Background: an optimization exercise with open tools, aiming at small area. Do not read the settings as production practice.
In this exercise RTL edits were held to simulation tests only and were not proved equivalent to the original.
Power and IR drop assume default switching activity.

--- flow/design.v ---
package riscv_types;
    localparam int XLEN = 32;
    typedef logic [4:0] rs_addr_t;
    typedef enum logic [1:0] {
        SRC1_RS1  = 2'd0,
        SRC1_PC   = 2'd1,
        SRC1_ZERO = 2'd2
    } src1_sel_t;
    typedef enum logic {
        SRC2_RS2 = 1'b0,
        SRC2_IMM = 1'b1
    } src2_sel_t;
    typedef enum logic [1:0] {
        LOGIC_XOR  = 2'd0,
        LOGIC_OR   = 2'd1,
        LOGIC_AND  = 2'd2,
        LOGIC_NONE = 2'd3
    } alu_logic_op_t;
    typedef struct packed {
        rs_addr_t      rs1_addr;
        rs_addr_t      rs2_addr;
        rs_addr_t      rd_addr;
        logic          rd_en;
        src1_sel_t     src1_sel;
        src2_sel_t     src2_sel;
        logic [XLEN-1:0] imm;
        logic [XLEN-1:0] pc;
        logic          is_unsigned;
        logic          subtract;
        logic          arith;
        logic          lshift;
        logic          shifter_path;
        logic          slt_path;
        alu_logic_op_t logic_op;
    } alu_dec_t;
    typedef struct packed {
        logic [XLEN:0]   in1;
        logic [XLEN:0]   in2;
        logic [XLEN-1:0] shifter_in;
        logic [4:0]      shift_amount;
        logic            subtract;
        logic            arith;
        logic            lshift;
        logic            shifter_path;
        logic            slt_path;
        alu_logic_op_t   logic_op;
    } alu_inputs_t;
    function automatic logic [31:0] addr_onehot(input rs_addr_t addr);
        addr_onehot = 32'h0000_0001 << addr;
    endfunction
endpackage
module reg_file_2r1w #(
    parameter int XLEN = 32
) (
    input  logic                 clk,
    input  logic                 rst,
    input  logic                 we,
    input  logic [4:0]           wa,
    input  logic [XLEN-1:0]      wd,
    output logic [32*XLEN-1:0]   q
);
    logic [XLEN-1:0] din_s;
    assign din_s = wd & {XLEN{~rst}};
    assign q[XLEN-1:0] = '0;
    for (genvar i = 1; i < 32; i++) begin : g_row
        logic [XLEN-1:0] row_r;
        logic            row_we_s;
        assign row_we_s = rst | (we && (wa == i[4:0]));
        always_ff @(posedge clk) begin
            if (row_we_s) row_r <= din_s;
        end
        assign q[i*XLEN +: XLEN] = row_r;
    end
endmodule
module alu_issue #(
    parameter int XLEN = riscv_types::XLEN
) (
    input  logic        clk,
    input  logic        rst,
    input  logic        dec_valid,
    output logic        dec_ready,
    input  logic [90:0] dec_op,
    output logic        issue_valid,
    input  logic        issue_ready,
    output logic [109:0] alu_inputs,
    output logic [4:0]  issue_rd_addr,
    output logic        issue_rd_en,
    input  logic        wb_en,
    input  logic [4:0]  wb_addr,
    input  logic [31:0] wb_data,
    input  logic        flush
);
    logic [4:0]  rs1_a, rs2_a, rd_a;
    logic        rd_en;
    logic [1:0]  src1_sel;
    logic        src2_sel;
    logic [31:0] imm, pc;
    logic        is_unsigned;
    logic [6:0]  ctrl;
    assign rs1_a       = dec_op[90:86];
    assign rs2_a       = dec_op[85:81];
    assign rd_a        = dec_op[80:76];
    assign rd_en       = dec_op[75];
    assign src1_sel    = dec_op[74:73];
    assign src2_sel    = dec_op[72];
    assign imm         = dec_op[71:40];
    assign pc          = dec_op[39:8];
    assign is_unsigned = dec_op[7];
    assign ctrl        = dec_op[6:0];
    logic [32*XLEN-1:0] rf_q;
    reg_file_2r1w #(.XLEN(XLEN)) u_rf (
        .clk (clk),
        .rst (rst),
        .we  (wb_en),
        .wa  (wb_addr),
        .wd  (wb_data),
        .q   (rf_q)
    );
    logic        byp1_s, byp2_s;
    logic [31:0] sel1_s, sel2_s;
    logic [XLEN-1:0] rs1_val_s, rs2_val_s;
    assign byp1_s = wb_en && (wb_addr == rs1_a) && (rs1_a != 5'd0);
    assign byp2_s = wb_en && (wb_addr == rs2_a) && (rs2_a != 5'd0);
    always_comb begin
        rs1_val_s = byp1_s ? wb_data : '0;
        rs2_val_s = byp2_s ? wb_data : '0;
        for (int i = 1; i < 32; i++) begin
            sel1_s[i] = (rs1_a == i[4:0]) && !byp1_s;
            sel2_s[i] = (rs2_a == i[4:0]) && !byp2_s;
            rs1_val_s = rs1_val_s | (rf_q[i*XLEN +: XLEN] & {XLEN{sel1_s[i]}});
            rs2_val_s = rs2_val_s | (rf_q[i*XLEN +: XLEN] & {XLEN{sel2_s[i]}});
        end
        sel1_s[0] = 1'b0;
        sel2_s[0] = 1'b0;
    end
    logic [31:1] sb_r, live_s, wb_clr_s, flush_clr_s, set_s;
    logic        hazard_s, blocked_s, dec_ready_s, accept_s, flush_held_s;
    logic        issue_valid_r, issue_rd_en_r;
    logic [4:0]  issue_rd_addr_r;
    always_comb begin
        for (int i = 1; i < 32; i++) begin
            wb_clr_s[i]    = wb_en && (wb_addr == i[4:0]);
            flush_clr_s[i] = flush_held_s && issue_rd_en_r && (issue_rd_addr_r == i[4:0]);
            set_s[i]       = accept_s && rd_en && (rd_a == i[4:0]);
        end
    end
    assign live_s = sb_r & ~wb_clr_s;
    logic live1_s, live2_s, lived_s;
    assign live1_s = (rs1_a != 5'd0) && live_s[rs1_a];
    assign live2_s = (rs2_a != 5'd0) && live_s[rs2_a];
    assign lived_s = (rd_a  != 5'd0) && live_s[rd_a];
    assign hazard_s = ((src1_sel == 2'd0) && live1_s) ||
                      (!src2_sel && live2_s) ||
                      (rd_en && lived_s);
    assign blocked_s   = issue_valid_r && !issue_ready;
    assign dec_ready_s = !rst && !flush && !hazard_s && !blocked_s;
    assign accept_s    = dec_valid && dec_ready_s;
    assign flush_held_s = flush && blocked_s;
    always_ff @(posedge clk) begin
        if (rst) sb_r <= '0;
        else     sb_r <= (sb_r & ~wb_clr_s & ~flush_clr_s) | set_s;
    end
    logic [XLEN-1:0] src1_s, src2_s;
    logic [XLEN-1:0] src1_r, src2_r, shin_r;
    logic            uns_r;
    logic [6:0]      ctrl_r;
    assign src1_s = (src1_sel == 2'd0) ? rs1_val_s :
                    (src1_sel == 2'd1) ? pc : '0;
    assign src2_s = src2_sel ? imm : rs2_val_s;
    always_ff @(posedge clk) begin
        if (!blocked_s) begin
            src1_r          <= src1_s;
            src2_r          <= src2_s;
            shin_r          <= rs1_val_s;
            uns_r           <= is_unsigned;
            ctrl_r          <= ctrl;
            issue_rd_addr_r <= rd_a;
            issue_rd_en_r   <= rd_en;
        end
    end
    always_ff @(posedge clk) begin
        if (rst)                         issue_valid_r <= 1'b0;
        else if (accept_s)               issue_valid_r <= 1'b1;
        else if (flush || issue_ready)   issue_valid_r <= 1'b0;
    end
    assign dec_ready     = dec_ready_s;
    assign issue_valid   = issue_valid_r;
    assign alu_inputs    = {~uns_r & src1_r[XLEN-1], src1_r,
                            ~uns_r & src2_r[XLEN-1], src2_r,
                            shin_r, src2_r[4:0], ctrl_r};
    assign issue_rd_addr = issue_rd_addr_r;
    assign issue_rd_en   = issue_rd_en_r;
endmodule
--- flow/config.mk ---
export PLATFORM = sky130hd
export DESIGN_NAME = alu_issue
export DESIGN_NICKNAME = alu_issue
export VERILOG_FILES = /design/flow/design.v
export SDC_FILE = /design/flow/constraint.sdc
export NUM_CORES = 4
export LEC_CHECK = 0
export CAP_MARGIN = 20
export CORE_MARGIN = 2
export CORE_UTILIZATION = 45
export SETUP_SLACK_MARGIN = 0.3
export SLEW_MARGIN = 20
--- flow/constraint.sdc ---
create_clock -name core_clock -period 6.0 [get_ports {clk}]
set_input_delay 1.2000 -clock core_clock [delete_from_list [all_inputs] [get_ports {clk}]]
set_output_delay 1.2000 -clock core_clock [all_outputs]
set_load 0.01 [all_outputs]
--- flow/flow/run.sh ---
#!/bin/bash
# Standard ORFS layout with two changes: the port buffers are the smallest
# buffer cell, and clock tree synthesis uses no dummy loads.
set -euo pipefail
cd "$(dirname "$0")/.."
export BUFFER_PORTS_ARGS="-buffer_cell sky130_fd_sc_hd__buf_1"
export CTS_ARGS="-sink_clustering_enable -repair_clock_nets -dont_use_dummy_load"
bash standard.sh > flow_standard.log 2>&1
--- flow/standard.sh ---
#!/bin/bash
# synth_recipe.tcl (not shown) runs the flow's synth.tcl, then flattens the netlist and writes it again
# the make line also repeats each setting of config.mk as NAME=value (left out here)
make -C /OpenROAD-flow-scripts/flow DESIGN_CONFIG=/design/flow/config.mk WORK_HOME=/design/flow/orfs CLKGATE_MAP_FILE= SYNTH_SCRIPT=/design/flow/synth_recipe.tcl "${@:-finish}"
==> results.ini, run 1 <==
[layout]
final_area_um2 = 57300
fin_util_pct = 52.4
drive_above_1_share_pct = 13.1
nNetsFinal = 3932
synthToLayoutAreaGrowth_pct = 15.2

[sta]
fmax_ghz = 0.177
tns_ns = 0
rsz0062_at_grt = false
period_share_pct = 94.4
period_needed_ns = 5.66
slew_headroom_pct = 6.84
hold_violations = 0
finalSetupViolations = 0
clock_skew_ns = 0.0418
tightest_slew_ns = 1.40
maxSlewViolCount = 0

[drt]
post-route-drc-count = 0
drt_first_pass_iters = 14
wl_per_cell_um = 47.4
routed_wl_um = 250000
via_count = 42900
ant_nets = 0
drt-initial-drc-count = 11500
via_per_inst = 8.14

[placed_design]
place.gp.congestion = 1.00
dpl.hpwl_um = 150000
dpl-instance-area_um2 = 54300
io_buffers = 251

[cts]
root_buffer = clkbuf_16
cts.path.max_buffers = 3
clk_pin_slew_ns = 0.05
cts_buffers = 116
ctsHoldBuffers = 0
cts_tree = yes
clock_latency_ns = 0.73
cts-htree-levels = 3
clock-sinks = 1134

[global_route]
grt_use_total_pct = 42.9
overflow = 0
grt_max_degree = 59
antenna_found_initial = 14
grt_pass1_vias = 39300
grt_pass1_wl_um = 329000

[job]
maxCapViolCount = 0

[yosys]
yosysMostFrequentCell = edfxtp_1
synth_edf_count = 1102
synth_flop_cell = edfxtp_1
synthDistinctLibCells = 84
syn_nets = 3607
synthArstFlopShare_pct = 0
synth.area.top_cells = edfxtp_1 67%, a22oi_1 6.9%, a221oi_1 4.3%
syn_inst = 3458
synth_common_cells = 1102 x edfxtp_1, 457 x a22oi_1, 245 x a221oi_1
yosys.area.top_type = edfxtp_1
synthDominantCellAreaShare_pct = 66.5
synth_seq_area_share_pct = 67.8
syn_area_per_cell_um2 = 14.4
syn-cell-area_um2 = 49700
ys_warn_count = 2
yosys_register_bits = 1134

[floorplanning]
io_pins = 252
row_count = 121
die_h_um = 336
dieArea_um2 = 113000
core_um2 = 109000
initial_core_util_pct = 45.5
die_x_um = 336

[run_status]
status = finished clean

[critical_path]
cp_data_arrival_time_ns = 4.46
cp-start-kind = input port
criticalPathCategory = in2out
worst_ep_required_time_ns = 4.80
worstPathMaxFanout = 13
worstSetupEndpointType = output port

[power]
power_density_nw_per_um2 = 315
ir_worst_vdd_v = 0.000216
p_leak_nw = 18.5

[min_path]
min_path_type = reg2reg

-- cell usage in the layout, fill, tap and decap left out, types with 15 or more instances in the layout --
cell | netlist | final
a211o_1 | 30 | 30
a21oi_1 | 39 | 39
a221o_1 | 22 | 22
a221oi_1 | 245 | 245
a222oi_1 | 57 | 57
a22o_1 | 193 | 193
a22oi_1 | 457 | 457
a31oi_4 | 0 | 17
buf_1 | 43 | 247
buf_12 | 0 | 31
buf_4 | 11 | 219
clkbuf_16 | 0 | 116
dfxtp_1 | 32 | 32
edfxtp_1 | 1102 | 1102
ha_1 | 15 | 15
inv_1 | 50 | 46
mux2i_1 | 16 | 16
nand2_1 | 116 | 116
nand3_1 | 55 | 55
nand4_1 | 164 | 164
nor2_1 | 80 | 49
nor2_4 | 0 | 31
nor2b_1 | 43 | 43
nor3_1 | 21 | 19
o211ai_1 | 24 | 24
o21a_1 | 35 | 35
o21ai_0 | 63 | 62
o21bai_4 | 0 | 23
o32a_1 | 32 | 32
or3_1 | 16 | 16
or4_1 | 16 | 16
xnor2_1 | 16 | 16
-- metrics by stage --
stage	std cells	hold WS, ns	setup WS (ns)	power, mW
floorplan	3458	0.437	1.32	10.7
global placement	5135	0.450	0.434	11.8
detailed placement	5139	0.466	0.517	11.8
CTS	5255	0.478	0.512	17.8
global route	5257	0.530	0.395	18.3
finish	5267	0.483	0.338	18.0
-- state kept, by name (all words and copies together) (netlist names) --
signal / count
u_rf.g_row.row_r: 992
shin_r: 32
src1_r: 32
src2_r: 32
sb_r: 31
ctrl_r: 7
issue_rd_addr_r: 5
issue_rd_en_r: 1
issue_valid_r: 1
uns_r: 1
-- path summary, 6_finish.rpt --
| kind | start | endpoint | slack [ns] | cells past startpoint |
|---|---|---|---|---|
| hold reg to reg | sb_r[20]$_SDFF_PP0_ | sb_r[20]$_SDFF_PP0_ | 0.48 | 2 |
| setup / recovery | wb_addr[2] | dec_ready | 0.34 | 10 |
| hold / removal | sb_r[20]$_SDFF_PP0_ | sb_r[20]$_SDFF_PP0_ | 0.48 | 2 |
| setup reg to reg | sb_r[29]$_SDFF_PP0_ | sb_r[22]$_SDFF_PP0_ | 3.21 | 7 |
-- cell families after synthesis --
kind of cell | after synthesis | synth area share, %
and+or+nand+nor | 595 | 6.59
muxes | 17 | 0.345
adders and majority gates | 15 | 0.377
DFF | 1134 | 67.8
buffers and inverters | 345 | 2.92
AOI/OAI and AO/OA | 1330 | 21.5
xor gates and xnor gates | 22 | 0.418
-- final cells by class --
| class | instances | area [um2] |
|---|---|---|
| clock buffer | 116 | 2900 |
| antenna | 10 | 25.0 |
| timing repair buffer | 501 | 3210 |
| inverter | 51 | 196 |
| fill | 9053 | 52000 |
| multi-input combinational | 1979 | 15400 |
| tap | 1476 | 1850 |
| sequential | 1134 | 33700 |
-- critical path: stages --
cell      delay (ns)
buf_1           0.63
nand4b_1        0.63
buf_4           0.38
nor2_1          0.29
o22ai_1         0.16
nor3_1          0.20
o31ai_1         0.10
a311oi_1        0.38
and4b_1         0.30
buf_1           0.17
-- metal layers --
layer  GRT usage [%]  vias to the layer above  wire, um
met5           0.128                        -       200
met4            25.0                       18     20100
met3            20.4                     1441     46500
met2            60.1                     5324     99300
met1            53.9                    20700     83400
li1                -                    15400         -
-- power by group --
part | switching (mW) | internal, mW
Clock | 2.85 | 3.35
Sequential | 0.467 | 9.51
Combinational | 1.38 | 0.455
Total | 4.70 | 13.3
-- repair_timing --
action                     4_1_cts  5_1_grt
buffers inserted                 0        0
setup endpoints to repair        0        1
gates resized for setup          0        1
==> inputs of run 2 (changes only) <==
==> flow/run.sh (new file) <==
#!/bin/bash
# synth_recipe.tcl (not shown) runs the flow's synth.tcl, then flattens the netlist and writes it again
# the make line also repeats each setting of config.mk as NAME=value (left out here)
make -C /OpenROAD-flow-scripts/flow DESIGN_CONFIG=/design/flow/config.mk WORK_HOME=/design/flow/orfs CLKGATE_MAP_FILE= SYNTH_SCRIPT=/design/flow/synth_recipe.tcl finish
removed: flow/flow/run.sh
removed: flow/standard.sh
==> results.ini, run 2 <==
[drt]
drt-initial-drc-count = 10500  ; -8.6%
via_per_inst = 8.01  ; -1.5%
ant_nets = 0  ; unchanged
drt_first_pass_iters = 16  ; +2
post-route-drc-count = 0  ; unchanged
routed_wl_um = 254000  ; +1.6%
via_count = 43700  ; +1.9%
wl_per_cell_um = 46.5  ; -1.8%

[layout]
regMostFlops = u_rf.g_row.row_r
final_area_um2 = 60800  ; +6.2%
layout_common_cells = 1102 x edfxtp_1, 457 x a22oi_1, 289 x buf_4
largest_reg_flops = 992  ; unchanged
synthToLayoutAreaGrowth_pct = 22.3
multi_input_area_um2 = 15400  ; +0.33%
final_common_cell = edfxtp_1
num-fill-cells = 8826  ; -2.5%
finalNonFillerCells = 5450  ; +3.5%
ff_latch_area_um2 = 33700  ; unchanged
nNetsFinal = 4011  ; +2.0%
fin_util_pct = 55.6  ; +3.2 points
drive_above_1_share_pct = 16.5  ; +3.3 points

[critical_path]
criticalPathCategory = in2out
crit_family = buffers and inverters
crit_chain = clkdlybuf4s50_1 > buf_4 > nand4bb_1 > buf_4 > o21ai_1 > mux2_2 > o221ai_1 > nor4bb_1 > a311oi_1 > buf_4 > and4b_1 > clkdlybuf4s50_1
rr_worst_depth = 6  ; -1
cp-start-kind = input port
cp_common_cell = buf_4
timing.critical_path.buf_inv = 5  ; +2
reg2reg_to = src1_r[10]$_DFFE_PN_
cp_data_arrival_time_ns = 4.40  ; -0.06 ns
worstSetupEndpointType = output port
reg2reg_slack_ns = 3.50  ; +0.29 ns
reg2reg_from = u_rf.g_row[15].row_r[10]$_DFFE_PP_
cpPeakStageDelay_ns = 0.51  ; -0.12 ns
worstPathMaxFanout = 15  ; +2
slowest_stage = clkdlybuf4s50_1
worst_ep_required_time_ns = 4.80  ; about the same

[yosys]
synthArstFlopShare_pct = 0  ; unchanged
synthDominantCellAreaShare_pct = 66.5  ; unchanged
syn-cell-area_um2 = 49700  ; unchanged
synth_flop_cell = edfxtp_1
yosys_register_bits = 1134  ; unchanged
ys_warn_count = 2  ; unchanged
synth_edf_count = 1102  ; unchanged
yosysMostFrequentCell = edfxtp_1
syn_nets = 3607  ; unchanged
synth_seq_area_share_pct = 67.8  ; unchanged
syn_area_per_cell_um2 = 14.4  ; unchanged
synthDistinctLibCells = 84  ; unchanged
synth.area.top_cells = edfxtp_1 67%, a22oi_1 6.9%, a221oi_1 4.3%
syn_inst = 3458  ; unchanged
yosys.area.top_type = edfxtp_1
synth_common_cells = 1102 x edfxtp_1, 457 x a22oi_1, 245 x a221oi_1

[global_route]
grt_use_total_pct = 43.6  ; +0.74 points
grt_pass1_vias = 40100  ; +2.2%
antenna_found_initial = 11  ; -3
grt_max_degree = 70  ; +19%
overflow = 0  ; unchanged
grt_pass1_wl_um = 335000  ; +1.8%

[sta]
rsz0062_at_grt = false
period_share_pct = 93.3  ; -1.0 points
period_needed_ns = 5.60  ; -0.0626 ns
finalSetupViolations = 0  ; unchanged
maxSlewViolCount = 0  ; unchanged
tightest_slew_ns = 1.37  ; -0.0321 ns
tns_ns = 0  ; unchanged
fmax_ghz = 0.179  ; +1.1%
setup_slack_ns = 0.400  ; +0.0626 ns
hold_slack_ns = 0.505  ; +0.0221 ns
hold_violations = 0  ; unchanged
slew_headroom_pct = 8.28  ; +1.4 points
clock_skew_ns = 0.0322  ; -0.00962 ns

[floorplanning]
row_count = 121  ; unchanged
io_pins = 252  ; unchanged
core_um2 = 109000  ; unchanged
die_x_um = 336  ; unchanged
dieArea_um2 = 113000  ; unchanged
die_h_um = 336  ; unchanged
initial_core_util_pct = 45.5  ; unchanged

[placed_design]
dpl.hpwl_um = 150000  ; +0.20%
dpl-instance-area_um2 = 56600  ; +4.2%
io_buffers = 251  ; unchanged
place.gp.congestion = 0.989  ; -1.4%
post-place-ws_ns = 0.247  ; -0.270 ns
dp.cells = 5217  ; +1.5%

[cts]
cts.path.max_buffers = 3  ; unchanged
ctsHoldBuffers = 0  ; unchanged
cts-htree-levels = 3  ; unchanged
clk_pin_slew_ns = 0.06  ; about the same
cts_tree = yes
clock_latency_ns = 0.75  ; +0.02 ns
cts_buffers = 115  ; -0.86%
root_buffer = clkbuf_16
clock-sinks = 1134  ; unchanged

[min_path]
min_path_type = reg2reg
hold_start = sb_r[20]$_SDFF_PP0_
holdPathEnd = sb_r[20]$_SDFF_PP0_
whs_path_depth = 2  ; unchanged

[power]
power_density_nw_per_um2 = 326  ; +3.7%
ir_worst_vdd_v = 0.000245  ; +14%
power.internal_mw = 14.8  ; +11%
comb_power_share_pct = 10.5  ; +0.3 points
p_leak_nw = 20.2  ; +9.1%
seqPwrFrac_pct = 50.1  ; -5.3 points
p_sw_mw = 5.06  ; +7.7%
clkPwrFrac_pct = 39.4  ; +5.0 points
p_total_mw = 19.8  ; +10%
switching_share_pct = 25.5  ; -0.57 points

[job]
maxCapViolCount = 0  ; unchanged

[run_status]
status = finished clean

[run 2: how the worst max path moves through the flow]
| stage | start | endpoint | slack [ns] | cells past startpoint |
|---|---|---|---|---|
| 6_report | wb_addr[0] | dec_ready | 0.40 | 12 |
| 5_1_grt | wb_addr[1] | dec_ready | 0.30 | 9 |
| 4_1_cts | dec_op[86] | dec_ready | 0.31 | 11 |
| 3_5_place_dp | wb_addr[3] | dec_ready | 0.25 | 9 |
| 3_3_place_gp | dec_op[86] | dec_ready | 0.28 | 11 |
| 2_1_floorplan | dec_op[76] | dec_ready | 1.32 | 11 |
[run 2: what timing repair did]
action                                  4_1_cts  5_1_grt
pin swaps                                     0        2
buffers inserted                              0        1
endpoints found under the setup margin        1        1
gates resized for setup                       3       19
[run 2: power groups by stage]
stage	combinational, mW	sequential, mW	clock, mW
2_1_floorplan	0.715	9.97	0
3_3_place_gp	1.93	10.1	0
3_5_place_dp	1.94	10.1	0
4_1_cts	1.94	9.90	7.81
5_1_grt	2.07	9.97	8.13
6_report	2.08	9.94	7.83
[run 2: worst min-delay path: stages, from the launching register on]
cell and delay (ns):
dfxtp_1 0.33, nand3_1 0.06, o21ai_0 0.07
[run 2: layout make-up]
cell class	count	area share, %
flip-flops and latches	1134	55.5
multi-input cells	1979	25.3
repair buffers	581	9.07
clock buffers	130	4.96
well taps	1476	3.04
clock inverters	86	1.76
inverters	51	0.323
diodes	13	0.0535
[run 2: kinds of logic (layout without fill, tap and decap cells)]
kind of cell / Yosys count / in the layout / share of synthesized area (%)
buffers and inverters: 345 / 848 / 2.92
multiplexers: 17 / 17 / 0.345
other: 0 / 13 / 0
adder cells (fa/ha/maj): 15 / 15 / 0.377
AO/OA/AOI/OAI: 1330 / 1330 / 21.5
XOR/XNOR: 22 / 22 / 0.418
AND/OR/NAND/NOR: 595 / 595 / 6.59
flip-flops: 1134 / 1134 / 67.8
[run 2: metal layers]
metal  track usage (%)  share of wire (%)
met5              1.96               0.17
met4              27.9                8.4
met3              21.6                 19
met2              59.6                 39
met1              54.5                 33
==> inputs of run 3 (changes only) <==
--- a/flow/design.v
+++ b/flow/design.v
@@ -118,17 +118,17 @@
     );
     logic        byp1_s, byp2_s;
     logic [31:0] sel1_s, sel2_s;
-    logic [XLEN-1:0] rs1_val_s, rs2_val_s;
+    logic [XLEN-1:0] rs1_val_s, src2_s;
     assign byp1_s = wb_en && (wb_addr == rs1_a) && (rs1_a != 5'd0);
-    assign byp2_s = wb_en && (wb_addr == rs2_a) && (rs2_a != 5'd0);
+    assign byp2_s = wb_en && (wb_addr == rs2_a) && (rs2_a != 5'd0) && !src2_sel;
     always_comb begin
         rs1_val_s = byp1_s ? wb_data : '0;
-        rs2_val_s = byp2_s ? wb_data : '0;
+        src2_s    = (byp2_s ? wb_data : '0) | (src2_sel ? imm : '0);
         for (int i = 1; i < 32; i++) begin
             sel1_s[i] = (rs1_a == i[4:0]) && !byp1_s;
-            sel2_s[i] = (rs2_a == i[4:0]) && !byp2_s;
+            sel2_s[i] = (rs2_a == i[4:0]) && !byp2_s && !src2_sel;
             rs1_val_s = rs1_val_s | (rf_q[i*XLEN +: XLEN] & {XLEN{sel1_s[i]}});
-            rs2_val_s = rs2_val_s | (rf_q[i*XLEN +: XLEN] & {XLEN{sel2_s[i]}});
+            src2_s    = src2_s    | (rf_q[i*XLEN +: XLEN] & {XLEN{sel2_s[i]}});
         end
         sel1_s[0] = 1'b0;
         sel2_s[0] = 1'b0;
@@ -160,13 +160,12 @@
         if (rst) sb_r <= '0;
         else     sb_r <= (sb_r & ~wb_clr_s & ~flush_clr_s) | set_s;
     end
-    logic [XLEN-1:0] src1_s, src2_s;
+    logic [XLEN-1:0] src1_s;
     logic [XLEN-1:0] src1_r, src2_r, shin_r;
     logic            uns_r;
     logic [6:0]      ctrl_r;
     assign src1_s = (src1_sel == 2'd0) ? rs1_val_s :
                     (src1_sel == 2'd1) ? pc : '0;
-    assign src2_s = src2_sel ? imm : rs2_val_s;
     always_ff @(posedge clk) begin
         if (!blocked_s) begin
             src1_r          <= src1_s;
==> flow/flow/run.sh (new file) <==
#!/bin/bash
# Standard ORFS layout with these changes: the port buffers are the smallest
# buffer cell, and clock tree synthesis uses no dummy loads and larger sink
# clusters (fewer leaf buffers).
set -euo pipefail
cd "$(dirname "$0")/.."
export BUFFER_PORTS_ARGS="-buffer_cell sky130_fd_sc_hd__buf_1"
export CTS_ARGS="-sink_clustering_enable -repair_clock_nets -dont_use_dummy_load -buf_list sky130_fd_sc_hd__clkbuf_16 -sink_clustering_size 25 -sink_clustering_max_diameter 100"
bash standard.sh > flow_standard.log 2>&1
==> flow/standard.sh (new file) <==
#!/bin/bash
# synth_recipe.tcl (not shown) runs the flow's synth.tcl, then flattens the netlist and writes it again
# the make line also repeats each setting of config.mk as NAME=value (left out here)
make -C /OpenROAD-flow-scripts/flow DESIGN_CONFIG=/design/flow/config.mk WORK_HOME=/design/flow/orfs CLKGATE_MAP_FILE= SYNTH_SCRIPT=/design/flow/synth_recipe.tcl "${@:-finish}"
==> flow/config.mk (replaced) <==
export PLATFORM = sky130hd
export DESIGN_NAME = alu_issue
export DESIGN_NICKNAME = alu_issue
export VERILOG_FILES = /design/flow/design.v
export SDC_FILE = /design/flow/constraint.sdc
export NUM_CORES = 4
export LEC_CHECK = 0
export CAP_MARGIN = 10
export CORE_MARGIN = 2
export CORE_UTILIZATION = 45
export SETUP_SLACK_MARGIN = 0.1
export SLEW_MARGIN = 10
removed: flow/run.sh
==> results.ini, run 3 <==
[sta]
hold_slack_ns = 0.539  ; +0.0342 ns
tns_ns = 0  ; unchanged
clock_skew_ns = 0.0493  ; +0.0171 ns
period_share_pct = 94.9  ; +1.5 points
hold_violations = 0  ; unchanged
fmax_ghz = 0.176  ; -1.6%
rsz0062_at_grt = false
finalSetupViolations = 0  ; unchanged
slew_headroom_pct = 4.25  ; -4.0 points
maxSlewViolCount = 0  ; unchanged
period_needed_ns = 5.69  ; +0.0914 ns
tightest_slew_ns = 1.43  ; +0.0676 ns

[global_route]
antenna_found_initial = 9  ; -2
grt_max_degree = 114  ; +63%
overflow = 0  ; unchanged
grt_pass1_wl_um = 313000  ; -6.6%
grt_pass1_vias = 38100  ; -5.1%
grt_use_total_pct = 40.5  ; -3.1 points

[yosys]
syn-cell-area_um2 = 49600  ; -0.29%
synth.area.top_cells = edfxtp_1 67%, a22oi_1 6.9%, a221oi_1 4.1%
synth_flop_cell = edfxtp_1
synthArstFlopShare_pct = 0  ; unchanged
syn_inst = 3431  ; -0.78%
synth_edf_count = 1102  ; unchanged
synth_seq_area_share_pct = 68.0  ; +0.20 points
yosysMostFrequentCell = edfxtp_1
yosys.area.top_type = edfxtp_1
synthDistinctLibCells = 76  ; -9.5%
ys_warn_count = 2  ; unchanged
synthDominantCellAreaShare_pct = 66.7  ; +0.20 points
yosys_register_bits = 1134  ; unchanged
syn_nets = 3580  ; -0.75%
syn_area_per_cell_um2 = 14.5  ; +0.49%
synth_common_cells = 1102 x edfxtp_1, 454 x a22oi_1, 230 x a221oi_1

[cts]
cts_setup_buffers = 0  ; unchanged
root_buffer = clkbuf_16
cts_buffers = 53  ; -54%
postCtsResizedCells = 0  ; -3
clock-sinks = 1134  ; unchanged
cts_tree = yes
cts.path.max_buffers = 3  ; unchanged
ctsHoldBuffers = 0  ; unchanged
cts-htree-levels = 2  ; -1
clock_latency_ns = 0.72  ; -0.03 ns
clk_pin_slew_ns = 0.07  ; about the same

[critical_path]
cp_common_cell = buf_1
timing.critical_path.buf_inv = 2  ; -3
reg2reg_from = issue_valid_r$_SDFFE_PP0P_
crit_cells = 9  ; -3
cp_data_arrival_time_ns = 4.49  ; +0.09 ns
criticalPathCategory = in2out
worstSetupEndpointType = output port
crit_family = compound AO/OA/AOI/OAI gates
slowest_stage = o21ai_0
worst_ep_required_time_ns = 4.80  ; about the same
crit_chain = buf_1 > nand4_1 > o21ai_0 > mux4_2 > o2111ai_1 > o32a_1 > a211oi_4 > and3_1 > buf_1
crit_end = dec_ready
cpPeakStageDelay_ns = 0.88  ; +0.37 ns
crit_start = wb_addr[0]
reg2reg_slack_ns = 2.94  ; -0.56 ns
cp-start-kind = input port
rr_worst_depth = 7  ; +1
worstPathMaxFanout = 11  ; -4
reg2reg_to = sb_r[15]$_SDFF_PP0_

[floorplanning]
row_count = 121  ; unchanged
die_x_um = 336  ; -0.15%
initial_core_util_pct = 45.5  ; about the same
dieArea_um2 = 113000  ; -0.29%
io_pins = 252  ; unchanged
die_h_um = 336  ; -0.15%
core_um2 = 109000  ; -0.28%

[power]
p_sw_mw = 4.18  ; -17%
seqPwrFrac_pct = 63.5  ; +13 points
switching_share_pct = 26.6  ; +1.1 points
clkPwrFrac_pct = 26.0  ; -13 points
power_density_nw_per_um2 = 287  ; -12%
comb_power_share_pct = 10.5  ; about the same
ir_worst_vdd_v = 0.000236  ; -3.5%
power.internal_mw = 11.5  ; -22%
p_leak_nw = 17.8  ; -12%

[placed_design]
dpl.hpwl_um = 132000  ; -12%
io_buffers = 251  ; unchanged
dpl-instance-area_um2 = 53300  ; -5.8%
place.gp.congestion = 0.984  ; -0.58%

[layout]
final_area_um2 = 54600  ; -10%
synthToLayoutAreaGrowth_pct = 10.2
regMostFlops = u_rf.g_row.row_r
final_common_cell = edfxtp_1
num-fill-cells = 9226  ; +4.5%
drive_above_1_share_pct = 11.6  ; -4.9 points
largest_reg_flops = 992  ; unchanged
nNetsFinal = 3805  ; -5.1%
layout_common_cells = 1102 x edfxtp_1, 454 x a22oi_1, 247 x buf_1

[drt]
routed_wl_um = 234000  ; -7.5%
via_count = 40600  ; -7.0%
drt_first_pass_iters = 8  ; -8
wl_per_cell_um = 46.2  ; -0.67%
post-route-drc-count = 0  ; unchanged
drt-initial-drc-count = 10500  ; -0.71%
via_per_inst = 8.00  ; -0.11%
ant_nets = 0  ; unchanged

[job]
maxCapViolCount = 0  ; unchanged

[min_path]
min_path_type = reg2reg

[run_status]
status = finished clean

run 3: cell type report:
cell class                      count  area (um2)  area share [%]
Sequential cell                  1134       33700            61.8
Multi-Input combinational cell   1958       14900            27.2
Timing Repair Buffer              462        2750            5.03
Tap cell                         1414        1770            3.24
Clock buffer                       53        1330            2.43
Inverter                           47         176           0.323
Antenna cell                        5        12.5          0.0229
run 3: layer usage:
metal,vias up,global-route usage (%),part of all wire (%)
met5,-,0.936,0.13
met4,8,22.8,7.4
met3,1242,16.8,18
met2,4809,57.8,41
met1,19600,52.0,34
li1,14900,-,-
run 3: through the flow:
step / std cells / setup WS (ns) / total power, mW / util (%)
final: 5073 / 0.309 / 15.7 / 50.1
after global routing: 5068 / 0.183 / 16.0 / 50.1
after CTS: 5068 / 0.398 / 15.5 / 50.1
after detailed placement: 5015 / 0.414 / 11.7 / 48.9
after global placement: 5014 / 0.384 / 11.7 / 48.9
after floorplan: 3431 / 0.846 / 10.7 / -
run 3: power groups by stage:
stage | Sequential, mW | Clock, mW | Combinational (mW)
after global routing | 10.0 | 4.29 | 1.67
after floorplan | 10.0 | 0 | 0.681
after global placement | 10.1 | 0 | 1.55
final | 9.96 | 4.08 | 1.65
after detailed placement | 10.1 | 0 | 1.56
after CTS | 9.92 | 4.05 | 1.56
run 3: logic make-up after synthesis:
| logic type | after synthesis | synth area share (%) |
|---|---|---|
| buffers and inverters | 339 | 3.21 |
| XOR/XNOR | 24 | 0.424 |
| adder cells (fa/ha/maj) | 15 | 0.379 |
| AO/OA/AOI/OAI | 1260 | 20.5 |
| flip-flops | 1134 | 68.0 |
| AND/OR/NAND/NOR | 647 | 7.19 |
| multiplexers | 12 | 0.298 |
run 3: how the worst min path moves through the flow:
| stage | start | to | slack [ns] | cells after the start |
|---|---|---|---|---|
| after floorplan | sb_r[27]$_SDFF_PP0_ | sb_r[27]$_SDFF_PP0_ | 0.50 | 2 |
| after global placement | sb_r[5]$_SDFF_PP0_ | sb_r[5]$_SDFF_PP0_ | 0.51 | 2 |
| after detailed placement | sb_r[5]$_SDFF_PP0_ | sb_r[5]$_SDFF_PP0_ | 0.53 | 2 |
| after CTS | sb_r[5]$_SDFF_PP0_ | sb_r[5]$_SDFF_PP0_ | 0.54 | 2 |
| after global routing | sb_r[5]$_SDFF_PP0_ | sb_r[5]$_SDFF_PP0_ | 0.59 | 2 |
| final | sb_r[5]$_SDFF_PP0_ | sb_r[5]$_SDFF_PP0_ | 0.54 | 2 |
run 3: tightest hold or removal path, cell delays in order (launching register included):
cell and delay (ns):
dfxtp_1 0.30, o21ai_0 0.10, o32ai_1 0.10
==> inputs of run 4 (changes only) <==
==> flow/flow/run.sh (replaced) <==
#!/bin/bash
# Standard ORFS layout with these changes:
#  - synthesis maps the logic with an area-oriented ABC script (abc_area_nf.script);
#    everything else in synthesis, including the flip-flop mapping, is unchanged;
#  - the port buffers are the smallest buffer cell;
#  - clock tree synthesis uses no dummy loads and larger sink clusters.
set -euo pipefail
cd "$(dirname "$0")/.."
W=$(pwd)
rm -rf "$W/scripts_area"
cp -r "$FLOW_HOME/scripts" "$W/scripts_area"
cp "$W/flow/abc_area_nf.script" "$W/scripts_area/abc_speed.script"
SCRIPTS_DIR="$W/scripts_area" bash standard.sh synth > flow_synth.log 2>&1
export BUFFER_PORTS_ARGS="-buffer_cell sky130_fd_sc_hd__buf_1"
export CTS_ARGS="-sink_clustering_enable -repair_clock_nets -dont_use_dummy_load -buf_list sky130_fd_sc_hd__clkbuf_16 -sink_clustering_size 25 -sink_clustering_max_diameter 100"
bash standard.sh > flow_standard.log 2>&1
==> flow/flow/abc_area_nf.script (new file) <==
&get -n
&st
&syn2
&dch
&nf -R 1000 -p -F 8 -A 4
&put
--- a/flow/config.mk
+++ b/flow/config.mk
@@ -7,6 +7,7 @@
 export LEC_CHECK = 0
 export CAP_MARGIN = 10
 export CORE_MARGIN = 2
-export CORE_UTILIZATION = 45
+export CORE_UTILIZATION = 60
+export PLACE_DENSITY = 0.7
 export SETUP_SLACK_MARGIN = 0.1
 export SLEW_MARGIN = 10
==> results.ini, run 4 <==
[drt]
drt-initial-drc-count = 13700  ; +31%
drt_first_pass_iters = 20  ; +12
wl_per_cell_um = 47.3  ; +2.2%
via_count = 40500  ; -0.36%
post-route-drc-count = 0  ; unchanged
via_per_inst = 8.78  ; +9.7%
ant_nets = 0  ; unchanged
routed_wl_um = 218000  ; -7.2%

[yosys]
synthDistinctLibCells = 47  ; -38%
yosys.area.top_type = edfxtp_1
syn_nets = 3197  ; -11%
synth_common_cells = 1102 x edfxtp_1, 349 x nand2_1, 345 x a222oi_1
ys_warn_count = 2  ; unchanged
syn_inst = 3048  ; -11%
synth_edf_count = 1102  ; unchanged
yosys_register_bits = 1134  ; unchanged
syn_area_per_cell_um2 = 15.3  ; +6.2%
synth_flop_cell = edfxtp_1
synth_seq_area_share_pct = 72.1  ; +4.1 points
syn-cell-area_um2 = 46800  ; -5.7%
synthArstFlopShare_pct = 0  ; unchanged
synthDominantCellAreaShare_pct = 70.8  ; +4.0 points
synth.area.top_cells = edfxtp_1 71%, a222oi_1 7.4%, a22oi_1 4.5%
yosysMostFrequentCell = edfxtp_1

[power]
clkPwrFrac_pct = 25.7  ; -0.3 points
comb_power_share_pct = 9.7  ; -0.8 points
seqPwrFrac_pct = 64.6  ; +1.1 points
p_leak_nw = 17.2  ; -2.9%
p_total_mw = 15.4  ; -2.1%
switching_share_pct = 25.7  ; -0.92 points
power_density_nw_per_um2 = 293  ; +1.9%
ir_worst_vdd_v = 0.000312  ; +32%
power.internal_mw = 11.4  ; -0.83%
p_sw_mw = 3.95  ; -5.4%

[cts]
cts_tree = yes
root_buffer = clkbuf_16
clk_pin_slew_ns = 0.10  ; +0.03 ns
clock-sinks = 1134  ; unchanged
cts_buffers = 52  ; -1.9%
postCtsResizedCells = 0  ; unchanged
clock_latency_ns = 0.71  ; about the same
cts-htree-levels = 2  ; unchanged
cts.path.max_buffers = 3  ; unchanged
ctsHoldBuffers = 0  ; unchanged
cts_setup_buffers = 0  ; unchanged

[sta]
period_needed_ns = 5.57  ; -0.117 ns
period_share_pct = 92.9  ; -2.0 points
clock_skew_ns = 0.0547  ; +0.00546 ns
maxSlewViolCount = 27  ; +27
tightest_slew_ns = 1.51  ; +0.0753 ns
finalSetupViolations = 0  ; unchanged
rsz0062_at_grt = false
slew_headroom_pct = -0.544  ; -4.8 points
fmax_ghz = 0.179  ; +2.1%
hold_violations = 0  ; unchanged
tns_ns = 0  ; unchanged

[placed_design]
place.gp.congestion = 1.05  ; +7.2%
dpl.hpwl_um = 128000  ; -3.3%
io_buffers = 251  ; unchanged

[floorplanning]
initial_core_util_pct = 60.5  ; +15 points
row_count = 102  ; -16%
die_h_um = 283  ; -16%
die_x_um = 283  ; -16%
core_um2 = 77300  ; -29%
dieArea_um2 = 80200  ; -29%
io_pins = 252  ; unchanged

[global_route]
overflow = 0  ; unchanged
grt_use_total_pct = 52.7  ; +12 points
grt_max_degree = 62  ; -46%
grtUsageMet3_pct = 30.1  ; +13 points
top_usage_layer = met2
antenna_found_initial = 8  ; -1
grt_pass1_wl_um = 293000  ; -6.4%
grt_pass1_vias = 38300  ; +0.74%
use_met2_pct = 70.6  ; +13 points
grt_util_met1_pct = 66.0  ; +14 points

[min_path]
min_path_type = reg2reg

[critical_path]
reg2reg_slack_ns = 2.87  ; -0.07 ns
worst_ep_required_time_ns = 4.80  ; about the same
cp_data_arrival_time_ns = 4.37  ; -0.12 ns
cp-start-kind = input port
criticalPathCategory = in2out
worstSetupEndpointType = output port
worstPathMaxFanout = 13  ; +2

[layout]
layout_common_cells = 1102 x edfxtp_1, 345 x a222oi_1, 328 x nand2_1
final_common_cell = edfxtp_1
largest_reg_flops = 992  ; unchanged
drive_above_1_share_pct = 10.4  ; -1.1 points
num-fill-cells = 5492  ; -40%
synthToLayoutAreaGrowth_pct = 12.3
regMostFlops = u_rf.g_row.row_r
nNetsFinal = 3712  ; -2.4%

[job]
maxCapViolCount = 1  ; +1

[run_status]
status = failed layout checks
so_faults = capacitance limit, slew limit

[run 4: cell count changes after synthesis, moves of 162 or more]
cell and change:
a22oi_1 -175, a222oi_1 +281, a221oi_1 -162, nand3_1 -167, nand2_1 +268, clkbuf_1 -171
[run 4: path summary, 6_finish.rpt]
path	startpoint	end	cells past startpoint
setup / recovery	wb_addr[3]	dec_ready	10
setup reg to reg	sb_r[28]$_SDFF_PP0_	sb_r[14]$_SDFF_PP0_	12
hold / removal	u_rf.g_row[13].row_r[30]$_DFFE_PP_	src2_r[30]$_DFFE_PN_	2
hold reg to reg	u_rf.g_row[13].row_r[30]$_DFFE_PP_	src2_r[30]$_DFFE_PN_	2
[run 4: critical path, cell delays in order]
cell and delay [ns]:
buf_1 0.55, nand2_1 0.43, o21ai_0 0.57, nor2_1 0.08, o311a_1 0.34, a21oi_1 0.13
a21oi_1 0.13, a2111oi_0 0.45, and3_1 0.30, buf_1 0.17
[run 4: power groups by stage]
| stage | clock network (mW) | logic [mW] | registers, mW |
|---|---|---|---|
| finish | 3.95 | 1.49 | 9.93 |
| global route | 4.14 | 1.47 | 9.97 |
| CTS | 3.87 | 1.38 | 9.89 |
| detailed placement | 0 | 1.37 | 10.1 |
| global placement | 0 | 1.36 | 10.0 |
| floorplan | 0 | 0.558 | 9.99 |
[run 4: logic make-up after synthesis]
| logic type | share of synthesized area (%) |
|---|---|
| flip-flops | 72.1 |
| AO/OA/AOI/OAI | 16.6 |
| AND/OR/NAND/NOR | 9.48 |
| multiplexers | 0.878 |
| XOR/XNOR | 0.356 |
| adder cells (fa/ha/maj) | 0.401 |
| buffers and inverters | 0.153 |
[run 4: metal layers]
metal	vias to the layer above	share of wire, %
li1	14500	-
met1	19000	30
met2	5512	39
met3	1489	22
met4	15	9.0
met5	-	0.12
[run 4: cell type report]
type / count / area, um2 / area share, %
sequential: 1134 / 33700 / 64.2
tap: 1040 / 1300 / 2.48
clock buffer: 52 / 1300 / 2.48
antenna: 5 / 12.5 / 0.0238
multi-input combinational: 1900 / 13400 / 25.6
inverter: 9 / 38.8 / 0.0738
timing repair buffer: 466 / 2710 / 5.17
[run 4: metrics by stage]
stage               instances  setup WS, ns  utilization, %  hold WS (ns)  cell area, um2
floorplan                3048         0.106               -         0.523           46800
global placement         4549         0.462            66.2         0.552           51200
detailed placement       4549         0.469            66.2         0.549           51200
CTS                      4601         0.560            67.9         0.572           52500
global route             4602         0.242            67.9         0.623           52500
finish                   4606         0.426            67.9         0.575           52500
==> inputs of run 5 (changes only) <==
--- a/flow/config.mk
+++ b/flow/config.mk
@@ -7,7 +7,6 @@
 export LEC_CHECK = 0
 export CAP_MARGIN = 10
 export CORE_MARGIN = 2
-export CORE_UTILIZATION = 60
-export PLACE_DENSITY = 0.7
+export CORE_UTILIZATION = 45
 export SETUP_SLACK_MARGIN = 0.1
 export SLEW_MARGIN = 10
==> results.ini, run 5 <==
[floorplanning]
die_x_um = 326  ; +15%
io_pins = 252  ; unchanged
core_um2 = 103000  ; +34%
die_h_um = 326  ; +15%
dieArea_um2 = 107000  ; +33%
initial_core_util_pct = 45.2  ; -15 points
row_count = 118  ; +16%

[sta]
finalSetupViolations = 0  ; unchanged
tns_ns = 0  ; unchanged
clock_skew_ns = 0.0442  ; -0.0105 ns
rsz0062_at_grt = false
tightest_slew_ns = 1.42  ; -0.0919 ns
maxSlewViolCount = 0  ; -100%
slew_headroom_pct = 5.22  ; +5.8 points
hold_slack_ns = 0.582  ; +0.00705 ns
period_share_pct = 94.2  ; +1.3 points
period_needed_ns = 5.65  ; +0.0763 ns
hold_violations = 0  ; unchanged
fmax_ghz = 0.177  ; -1.4%
setup_slack_ns = 0.350  ; -0.0763 ns

[yosys]
syn_area_per_cell_um2 = 15.3  ; unchanged
yosysMostFrequentCell = edfxtp_1
synth_common_cells = 1102 x edfxtp_1, 349 x nand2_1, 345 x a222oi_1
syn-cell-area_um2 = 46800  ; unchanged
syn_nets = 3197  ; unchanged
ys_warn_count = 2  ; unchanged
synth_seq_area_share_pct = 72.1  ; unchanged
yosys.area.top_type = edfxtp_1
yosys_register_bits = 1134  ; unchanged
synth_flop_cell = edfxtp_1
synth.area.top_cells = edfxtp_1 71%, a222oi_1 7.4%, a22oi_1 4.5%
synthDistinctLibCells = 47  ; unchanged
syn_inst = 3048  ; unchanged
synthDominantCellAreaShare_pct = 70.8  ; unchanged
synthArstFlopShare_pct = 0  ; unchanged
synth_edf_count = 1102  ; unchanged

[layout]
nNetsFinal = 3763  ; +1.4%
regMostFlops = u_rf.g_row.row_r
layout_common_cells = 1102 x edfxtp_1, 345 x a222oi_1, 328 x nand2_1
synthToLayoutAreaGrowth_pct = 14.2
largest_reg_flops = 992  ; unchanged
drive_above_1_share_pct = 11.8  ; +1.3 points
final_common_cell = edfxtp_1

[power]
power_density_nw_per_um2 = 292  ; -0.26%
p_leak_nw = 17.5  ; +1.6%
power.internal_mw = 11.5  ; +0.61%
clkPwrFrac_pct = 26.4  ; +0.7 points
p_sw_mw = 4.09  ; +3.6%
comb_power_share_pct = 9.8  ; about the same
seqPwrFrac_pct = 63.8  ; -0.8 points
ir_worst_vdd_v = 0.000252  ; -19%
switching_share_pct = 26.3  ; +0.57 points

[cts]
clock-sinks = 1134  ; unchanged
clk_pin_slew_ns = 0.11  ; about the same
root_buffer = clkbuf_16
cts-htree-levels = 2  ; unchanged
clock_latency_ns = 0.70  ; about the same
cts_tree = yes
cts.path.max_buffers = 3  ; unchanged
cts_buffers = 54  ; +3.8%
cts_setup_buffers = 0  ; unchanged

[critical_path]
reg2reg_from = sb_r[27]$_SDFF_PP0_
worstPathMaxFanout = 6  ; -7
crit_start = wb_en
criticalPathCategory = in2out
cp-start-kind = input port
worst_ep_required_time_ns = 4.80  ; about the same
worstSetupEndpointType = output port
cp_data_arrival_time_ns = 4.45  ; +0.08 ns

[global_route]
grt_use_total_pct = 43.2  ; -9.5 points
grt_max_degree = 67  ; +8.1%
grt_pass1_wl_um = 315000  ; +7.7%
antenna_found_initial = 6  ; -2
grt_pass1_vias = 38000  ; -0.88%
overflow = 0  ; unchanged

[min_path]
min_path_type = reg2reg
hold_start = u_rf.g_row[13].row_r[21]$_DFFE_PP_

[placed_design]
place.gp.congestion = 1.01  ; -4.3%
io_buffers = 251  ; unchanged
dpl.hpwl_um = 142000  ; +11%
post-place-ws_ns = 0.200  ; -0.269 ns

[drt]
dr.max_layer_used = met5
routed_wl_um = 237000  ; +9.0%
wl_met3_um = 42500  ; -11%
wl_per_cell_um = 47.5  ; +0.48%
post-route-drc-count = 0  ; unchanged
via_count = 40000  ; -1.1%
drt-initial-drc-count = 11400  ; -17%
ant_nets = 0  ; unchanged
met1Wirelength_um = 79200  ; +21%
wl_met2_um = 97200  ; +15%
drt_first_pass_iters = 14  ; -30%
via_per_inst = 8.00  ; -8.9%

[job]
maxCapViolCount = 0  ; -1

[run_status]
status = finished clean

## run 5: final timing paths
path / endpoint / slack (ns) / cells after the start
hold / removal: src2_r[21]$_DFFE_PN_ / 0.58 / 2
setup reg to reg: sb_r[10]$_SDFF_PP0_ / 2.67 / 11
setup / recovery: dec_ready / 0.35 / 15
hold reg to reg: src2_r[21]$_DFFE_PN_ / 0.58 / 2
## run 5: power groups by stage
stage | sequential (mW) | combinational (mW) | clock [mW]
detailed placement | 10.1 | 1.45 | 0
CTS | 9.90 | 1.45 | 4.08
finish | 9.94 | 1.53 | 4.11
global route | 9.98 | 1.54 | 4.32
global placement | 10.1 | 1.44 | 0
floorplan | 9.99 | 0.558 | 0
## run 5: layer usage
layer,GRT usage [%],up-vias
met2,61.0,4855
met5,0.177,-
met3,17.8,1105
met1,55.1,19500
met4,27.1,8
li1,-,14600
## run 5: final cells by class
type | instances | area (um2)
fillers | 8796 | 50000
flip-flops and latches | 1134 | 33700
multi-input cells | 1900 | 13400
repair buffers | 515 | 3100
well taps | 1380 | 1730
clock buffers | 54 | 1350
inverters | 9 | 38.8
diodes | 6 | 15.0
## run 5: cell families (layout without fill, tap and decap cells)
logic type	Yosys count	after routing	share of synthesized area, %
adders and majority gates	15	15	0.401
muxes	36	36	0.878
buffers and inverters	14	578	0.153
xor gates and xnor gates	19	19	0.356
and+or+nand+nor	893	893	9.48
DFF	1134	1134	72.1
AOI/OAI and AO/OA	937	937	16.6
other	0	6	0
## run 5: worst max-delay path, stage by stage
cell	delay [ns]
buf_1	0.28
nand2_1	0.15
nor3_1	0.55
nand2_1	0.21
and2_0	0.21
buf_4	0.16
o21ai_0	0.15
a21oi_1	0.06
a311oi_1	0.68
nor3_1	0.08
o21ai_0	0.11
a31oi_1	0.09
o21ai_0	0.08
and3_1	0.25
buf_1	0.19
## run 5: metrics by stage
stage                     util, %  instances  area (um2)  power (mW)
after floorplan                 -       3048       46800        10.5
after global placement       50.2       4934       51900        11.5
after detailed placement     50.2       4934       51900        11.5
after CTS                    51.6       4988       53300        15.4
after global routing         51.6       4992       53400        15.8
final                        51.7       4998       53400        15.6
## run 5: timing repair
action,CTS,global route
setup endpoints to repair,0,1
resized for setup,0,1
hold buffers,0,0
==> inputs of run 6 (changes only) <==
--- a/flow/design.v
+++ b/flow/design.v
@@ -117,21 +117,41 @@
         .q   (rf_q)
     );
     logic        byp1_s, byp2_s;
-    logic [31:0] sel1_s, sel2_s;
     logic [XLEN-1:0] rs1_val_s, src2_s;
     assign byp1_s = wb_en && (wb_addr == rs1_a) && (rs1_a != 5'd0);
     assign byp2_s = wb_en && (wb_addr == rs2_a) && (rs2_a != 5'd0) && !src2_sel;
+    logic [XLEN-1:0] srcv_s [33];
+    logic [32:0]     s1_s, s2_s;
     always_comb begin
-        rs1_val_s = byp1_s ? wb_data : '0;
-        src2_s    = (byp2_s ? wb_data : '0) | (src2_sel ? imm : '0);
+        srcv_s[0]  = wb_data;
+        for (int i = 1; i < 32; i++) srcv_s[i] = rf_q[i*XLEN +: XLEN];
+        srcv_s[32] = imm;
         for (int i = 1; i < 32; i++) begin
-            sel1_s[i] = (rs1_a == i[4:0]) && !byp1_s;
-            sel2_s[i] = (rs2_a == i[4:0]) && !byp2_s && !src2_sel;
-            rs1_val_s = rs1_val_s | (rf_q[i*XLEN +: XLEN] & {XLEN{sel1_s[i]}});
-            src2_s    = src2_s    | (rf_q[i*XLEN +: XLEN] & {XLEN{sel2_s[i]}});
-        end
-        sel1_s[0] = 1'b0;
-        sel2_s[0] = 1'b0;
+            s1_s[i] = (rs1_a == i[4:0]) && !byp1_s;
+            s2_s[i] = (rs2_a == i[4:0]) && !byp2_s && !src2_sel;
+        end
+        s1_s[0]  = byp1_s;
+        s2_s[0]  = byp2_s;
+        s1_s[32] = 1'b0;
+        s2_s[32] = src2_sel;
+    end
+    logic [XLEN-1:0] g1_s [11];
+    logic [XLEN-1:0] g2_s [11];
+    always_comb begin
+        for (int g = 0; g < 11; g++) begin
+            g1_s[g] = '1;
+            g2_s[g] = '1;
+        end
+        for (int i = 0; i < 33; i++) begin
+            g1_s[i/3] = g1_s[i/3] & ~(srcv_s[i] & {XLEN{s1_s[i]}});
+            g2_s[i/3] = g2_s[i/3] & ~(srcv_s[i] & {XLEN{s2_s[i]}});
+        end
+        rs1_val_s = ~(g1_s[0] & g1_s[1] & g1_s[2] & g1_s[3]) |
+                    ~(g1_s[4] & g1_s[5] & g1_s[6] & g1_s[7]) |
+                    ~(g1_s[8] & g1_s[9] & g1_s[10]);
+        src2_s    = ~(g2_s[0] & g2_s[1] & g2_s[2] & g2_s[3]) |
+                    ~(g2_s[4] & g2_s[5] & g2_s[6] & g2_s[7]) |
+                    ~(g2_s[8] & g2_s[9] & g2_s[10]);
     end
     logic [31:1] sb_r, live_s, wb_clr_s, flush_clr_s, set_s;
     logic        hazard_s, blocked_s, dec_ready_s, accept_s, flush_held_s;
==> flow/flow/abc_area_nf.script (replaced) <==
&get -n
&st
&dch
&nf -R 1000 -p
&put
--- a/flow/config.mk
+++ b/flow/config.mk
@@ -7,6 +7,6 @@
 export LEC_CHECK = 0
 export CAP_MARGIN = 10
 export CORE_MARGIN = 2
-export CORE_UTILIZATION = 45
+export CORE_UTILIZATION = 52
 export SETUP_SLACK_MARGIN = 0.1
 export SLEW_MARGIN = 10
==> results.ini, run 6 <==
[sta]
hold_violations = 0  ; unchanged
hold_slack_ns = 0.610  ; +0.0282 ns
slew_headroom_pct = 14.8  ; +9.6 points
tightest_slew_ns = 1.28  ; -0.139 ns
finalSetupViolations = 0  ; unchanged
rsz0062_at_grt = false
period_needed_ns = 5.69  ; +0.0408 ns
period_share_pct = 94.8  ; +0.68 points
tns_ns = 0  ; unchanged
fmax_ghz = 0.176  ; -0.72%
maxSlewViolCount = 0  ; unchanged
clock_skew_ns = 0.0736  ; +0.0294 ns

[critical_path]
timing.critical_path.buf_inv = 2  ; -1
crit_chain = buf_1 > nand2b_1 > nand3b_1 > nor2_1 > nor2b_1 > nand2_1 > nand2_1 > a21oi_1 > o31ai_1 > a21oi_1 > o21ai_0 > and3_1 > o21ai_1 > o2111ai_1 > nor2_1 > buf_1
cpPeakStageDelay_ns = 0.43  ; -0.25 ns
cp-start-kind = input port
worst_ep_required_time_ns = 4.80  ; about the same
worstPathMaxFanout = 10  ; +4
worstSetupEndpointType = output port
criticalPathCategory = in2out
cp_data_arrival_time_ns = 4.49  ; +0.04 ns
crit_family = simple AND/OR/NAND/NOR gates
slowest_stage = buf_1
reg2reg_slack_ns = 2.63  ; -0.04 ns

[placed_design]
io_buffers = 251  ; unchanged
dpl.hpwl_um = 118000  ; -17%
place.gp.congestion = 0.916  ; -9.2%
dp.cells = 4345  ; -12%

[yosys]
synthDistinctLibCells = 38  ; -19%
yosys.area.top_type = edfxtp_1
synth_flop_cell = edfxtp_1
syn_nets = 2917  ; -8.8%
syn_inst = 2768  ; -9.2%
synthArstFlopShare_pct = 0  ; unchanged
synth.area.top_cells = edfxtp_1 72%, a222oi_1 13%, nand4_1 2.9%
syn-cell-area_um2 = 46000  ; -1.7%
synth_edf_count = 1102  ; unchanged
syn_area_per_cell_um2 = 16.6  ; +8.3%
yosys_register_bits = 1134  ; unchanged
yosysMostFrequentCell = edfxtp_1
synth_seq_area_share_pct = 73.4  ; +1.2 points
ys_warn_count = 5  ; +3
synth_common_cells = 1102 x edfxtp_1, 595 x a222oi_1, 212 x nand4_1
synthDominantCellAreaShare_pct = 72.0  ; +1.2 points

[layout]
regMostFlops = u_rf.g_row.row_r
layout_common_cells = 1102 x edfxtp_1, 595 x a222oi_1, 249 x buf_1
num-fill-cells = 6847  ; -22%
largest_reg_flops = 992  ; unchanged
final_common_cell = edfxtp_1
drive_above_1_share_pct = 11.0  ; -0.78 points
nNetsFinal = 3382  ; -10%
finalNonFillerCells = 4398  ; -12%
synthToLayoutAreaGrowth_pct = 12.0

[floorplanning]
row_count = 109  ; -7.6%
core_um2 = 88000  ; -15%
die_h_um = 301  ; -7.7%
die_x_um = 301  ; -7.7%
dieArea_um2 = 90800  ; -15%
initial_core_util_pct = 52.3  ; +7.0 points
io_pins = 252  ; unchanged

[cts]
clk_pin_slew_ns = 0.10  ; about the same
root_buffer = clkbuf_16
postCtsResizedCells = 0  ; unchanged
clock_latency_ns = 0.66  ; -0.04 ns
clock-sinks = 1134  ; unchanged
cts-htree-levels = 2  ; unchanged
cts_setup_buffers = 0  ; unchanged
cts_buffers = 51  ; -5.6%
ctsHoldBuffers = 0  ; unchanged
cts.path.max_buffers = 3  ; unchanged
cts_tree = yes

[power]
p_total_mw = 15.2  ; -2.3%
power_density_nw_per_um2 = 296  ; +1.3%
p_leak_nw = 16.2  ; -7.6%
ir_worst_vdd_v = 0.000295  ; +17%

[drt]
ant_nets = 0  ; unchanged
post-route-drc-count = 0  ; unchanged
via_count = 35500  ; -11%
wl_per_cell_um = 42.5  ; -11%
via_per_inst = 8.08  ; +0.99%
routed_wl_um = 187000  ; -21%
drt-initial-drc-count = 9629  ; -15%
drt_first_pass_iters = 14  ; unchanged

[job]
maxCapViolCount = 0  ; unchanged

[run_status]
status = finished clean

[global_route]
grt_pass1_vias = 33500  ; -12%
grt_use_total_pct = 40.0  ; -3.2 points
use_met2_pct = 59.5  ; -1.5 points
grt_pass1_wl_um = 254000  ; -19%
grt_max_degree = 70  ; +4.5%
overflow = 0  ; unchanged
grt_util_met1_pct = 52.6  ; -2.5 points
top_usage_layer = met2
grtUsageMet3_pct = 13.7  ; -4.0 points
antenna_found_initial = 11  ; +5

[min_path]
min_path_type = reg2reg

==> run 6: cell types whose count changed after synthesis, sizes merged, moves of 36 or more <==
| cell | previous run | this run |
|---|---|---|
| a221oi | 68 | 14 |
| a222oi | 345 | 595 |
| a22o | 69 | 108 |
| a22oi | 279 | 35 |
| nand2 | 349 | 93 |
| nor2 | 109 | 145 |
==> run 6: worst paths after layout <==
path,to,from,depth (start not counted)
max,dec_ready,wb_addr[1],16
max reg2reg,sb_r[30]$_SDFF_PP0_,sb_r[19]$_SDFF_PP0_,12
min reg2reg,src2_r[28]$_DFFE_PN_,u_rf.g_row[30].row_r[28]$_DFFE_PP_,2
min,src2_r[28]$_DFFE_PN_,u_rf.g_row[30].row_r[28]$_DFFE_PP_,2
==> run 6: cell type report <==
type	count	area, um2	area share (%)
sequential	1134	33700	65.5
multi-input combinational	1622	12700	24.7
timing repair buffer	417	2260	4.39
tap	1165	1460	2.83
clock buffer	51	1280	2.48
inverter	7	31.3	0.0608
antenna	2	5.00	0.00972
==> run 6: kinds of logic (layout without fill, tap and decap cells) <==
family,Yosys count,in the layout,synth area share (%)
flip-flops,1134,1134,73.4
AO/OA/AOI/OAI,940,940,18.0
AND/OR/NAND/NOR,642,642,7.43
XOR/XNOR,20,20,0.381
adder cells (fa/ha/maj),15,15,0.408
buffers and inverters,12,475,0.139
multiplexers,5,5,0.245
other,0,2,0
==> run 6: stage by stage <==
| step | util, % | area (um2) | worst slack, ns |
|---|---|---|---|
| after global routing | 58.5 | 51500 | 0.121 |
| after CTS | 58.5 | 51400 | 0.290 |
| after detailed placement | 57.0 | 50200 | 0.301 |
| after floorplan | - | 46000 | 0.771 |
| after global placement | 57.0 | 50100 | 0.172 |
| final | 58.5 | 51500 | 0.309 |
==> run 6: report_power, final <==
| group | total [mW] | internal [mW] | switching [mW] |
|---|---|---|---|
| Clock | 3.87 | 1.52 | 2.35 |
| Sequential | 9.85 | 9.49 | 0.359 |
| Combinational | 1.50 | 0.358 | 1.14 |
==> run 6: worst min-delay path: stages (launching register included) <==
cell      delay [ns]
edfxtp_1        0.36
a222oi_1        0.07
nand4_1         0.08
==> run 6: layer usage <==
layer / share of wire [%] / wire length [um] / vias up
li1: - / - / 13900
met1: 34 / 63500 / 17700
met2: 44 / 81900 / 3395
met3: 16 / 30400 / 568
met4: 5.8 / 10900 / 16
met5: 0.073 / 136 / -
==> inputs of run 7 (changes only) <==
--- a/flow/config.mk
+++ b/flow/config.mk
@@ -7,6 +7,6 @@
 export LEC_CHECK = 0
 export CAP_MARGIN = 10
 export CORE_MARGIN = 2
-export CORE_UTILIZATION = 52
+export CORE_UTILIZATION = 45
 export SETUP_SLACK_MARGIN = 0.1
 export SLEW_MARGIN = 10
==> results.ini, run 7 <==
[floorplanning]
dieArea_um2 = 105000  ; +15%
io_pins = 252  ; unchanged
die_x_um = 324  ; +7.4%
die_h_um = 324  ; +7.4%
row_count = 117  ; +7.3%
core_um2 = 102000  ; +15%

[critical_path]
worst_ep_required_time_ns = 4.80  ; about the same
crit_end = dec_ready
reg2reg_from = sb_r[19]$_SDFF_PP0_
worstSetupEndpointType = output port
reg2reg_slack_ns = 2.55  ; -0.08 ns
cp-start-kind = input port
cp_data_arrival_time_ns = 4.40  ; -0.09 ns
rr_worst_depth = 12  ; unchanged
criticalPathCategory = in2out
crit_start = wb_addr[4]

[power]
power.internal_mw = 11.4  ; +0.44%
p_leak_nw = 16.1  ; -0.36%
clkPwrFrac_pct = 26.0  ; +0.6 points
switching_share_pct = 25.3  ; about the same
power_density_nw_per_um2 = 296  ; +0.20%
comb_power_share_pct = 9.6  ; -0.2 points

[global_route]
grt_use_total_pct = 34.3  ; -5.7 points
grt_pass1_wl_um = 252000  ; -0.99%
overflow = 0  ; unchanged
antenna_found_initial = 13  ; +2
grt_max_degree = 77  ; +10%

[layout]
fin_util_pct = 50.8  ; -7.7 points
final_common_cell = edfxtp_1
nNetsFinal = 3364  ; -0.53%
num-fill-cells = 8542  ; +25%
synthToLayoutAreaGrowth_pct = 12.2
largest_reg_flops = 992  ; unchanged
drive_above_1_share_pct = 10.5  ; -0.53 points
regMostFlops = u_rf.g_row.row_r

[yosys]
synth_edf_count = 1102  ; unchanged
synth_seq_area_share_pct = 73.4  ; unchanged
syn_nets = 2917  ; unchanged
synth.area.top_cells = edfxtp_1 72%, a222oi_1 13%, nand4_1 2.9%
synth_common_cells = 1102 x edfxtp_1, 595 x a222oi_1, 212 x nand4_1
syn_inst = 2768  ; unchanged
yosys.area.top_type = edfxtp_1
synthDistinctLibCells = 38  ; unchanged
synth_flop_cell = edfxtp_1
synthArstFlopShare_pct = 0  ; unchanged
syn_area_per_cell_um2 = 16.6  ; unchanged

[drt]
via_per_inst = 7.72  ; -4.4%
drt-initial-drc-count = 10200  ; +6.4%
ant_nets = 0  ; unchanged
wl_per_cell_um = 40.5  ; -4.6%

[placed_design]
place.gp.congestion = 0.924  ; +0.88%
io_buffers = 251  ; unchanged

[cts]
cts_tree = yes
ctsHoldBuffers = 0  ; unchanged
cts.path.max_buffers = 3  ; unchanged
root_buffer = clkbuf_16
cts_setup_buffers = 0  ; unchanged
cts_buffers = 53  ; +3.9%
clk_pin_slew_ns = 0.10  ; about the same
postCtsResizedCells = 0  ; unchanged
clock_latency_ns = 0.71  ; +0.05 ns
clock-sinks = 1134  ; unchanged

[sta]
rsz0062_at_grt = false
tns_ns = 0  ; unchanged
period_share_pct = 93.4  ; -1.5 points
tightest_slew_ns = 1.39  ; +0.117 ns
slew_headroom_pct = 6.94  ; -7.8 points
clock_skew_ns = 0.0676  ; -0.00596 ns
fmax_ghz = 0.179  ; +1.6%
maxSlewViolCount = 0  ; unchanged

[run_status]
status = finished clean

run 7: worst min-delay path by stage:
stage,startpoint,endpoint,slack [ns],cells past startpoint
2_1_floorplan,u_rf.g_row[30].row_r[18]$_DFFE_PP_,src2_r[18]$_DFFE_PN_,0.55,2
3_3_place_gp,u_rf.g_row[30].row_r[13]$_DFFE_PP_,src2_r[13]$_DFFE_PN_,0.57,2
3_5_place_dp,u_rf.g_row[30].row_r[24]$_DFFE_PP_,src2_r[24]$_DFFE_PN_,0.58,2
4_1_cts,u_rf.g_row[27].row_r[3]$_DFFE_PP_,src2_r[3]$_DFFE_PN_,0.58,2
5_1_grt,u_rf.g_row[27].row_r[3]$_DFFE_PP_,src2_r[3]$_DFFE_PN_,0.60,2
6_report,u_rf.g_row[27].row_r[3]$_DFFE_PP_,src2_r[3]$_DFFE_PN_,0.61,2
run 7: metrics by stage:
| stage | area (um2) | hold WS, ns | total power, mW | cells |
|---|---|---|---|---|
| 3_3_place_gp | 50200 | 0.569 | 11.4 | 4528 |
| 4_1_cts | 51500 | 0.584 | 15.2 | 4581 |
| 3_5_place_dp | 50200 | 0.577 | 11.4 | 4528 |
| 5_1_grt | 51600 | 0.600 | 15.6 | 4581 |
| 6_report | 51600 | 0.609 | 15.3 | 4582 |
| 2_1_floorplan | 46000 | 0.548 | 10.5 | 2768 |
run 7: cell type report:
class | count | area (um2) | share of cell area [%]
timing repair buffer | 397 | 2130 | 4.13
inverter | 7 | 31.3 | 0.0606
sequential | 1134 | 33700 | 65.4
antenna | 1 | 2.50 | 0.00485
tap | 1368 | 1710 | 3.32
clock buffer | 53 | 1330 | 2.57
multi-input combinational | 1622 | 12700 | 24.6
run 7: kinds of logic (layout without fill, tap and decap cells):
group                      after synthesis  after routing  synth area share, %
and+or+nand+nor                        642            642                 7.43
muxes                                    5              5                0.245
AOI/OAI and AO/OA                      940            940                 18.0
DFF                                   1134           1134                 73.4
adders and majority gates               15             15                0.408
xor gates and xnor gates                20             20                0.381
other                                    0              1                    0
buffers and inverters                   12            457                0.139
run 7: worst max-delay path: stages:
cell and delay [ns]:
buf_1 0.23, nand2_1 0.21, nor3_1 0.40, nand2_1 0.20, and2_0 0.29, a221oi_1 0.26, a311oi_1 0.09, a211oi_1 0.30
a31oi_1 0.09, o21ai_0 0.51, o2111ai_1 0.23, nor2_1 0.21, buf_1 0.17
run 7: power groups by stage:
stage | combinational (mW) | sequential, mW | clock (mW)
after floorplan | 0.561 | 9.98 | 0
after global placement | 1.39 | 9.96 | 0
after detailed placement | 1.40 | 10.0 | 0
after CTS | 1.41 | 9.83 | 3.97
after global routing | 1.51 | 9.92 | 4.21
final | 1.46 | 9.85 | 3.97
run 7: layer usage:
layer | vias up | wire length [um] | GRT usage [%]
li1 | 13800 | - | -
met1 | 17600 | 63700 | 43.6
met2 | 3395 | 83100 | 52.9
met3 | 528 | 30300 | 13.2
met4 | 8 | 8510 | 13.7
met5 | - | 55 | 0

port drivers added, routing unchanged:
The flow's constraints put no driver on any port. The routed layouts listed below were extracted and timed again, unchanged, in two steps. Step 1 sets driving cells, clkbuf_16 on the clock port and buf_2 on the other inputs (assumed; they add their load-dependent delay and slew). Step 2 also shifts input and output timing later by t, the mid clock arrival at the registers, as if the neighbouring blocks saw the same clock. a / b / c = no drivers / after step 1 / after step 2; a / b = the first two.
run	t, ns	slack for setup (ns)
run 1	0.778	0.338 / 0.306 / 0.198
run 2	0.805	0.400 / 0.378 / 0.254
run 3	0.756	0.309 / 0.286 / 0.286
run 4	0.740	0.426 / 0.396 / 0.087
run 5	0.772	0.350 / 0.325 / 0.279
run 6	0.704	0.309 / 0.287 / 0.287
run 7	0.744	0.399 / 0.348 / 0.348
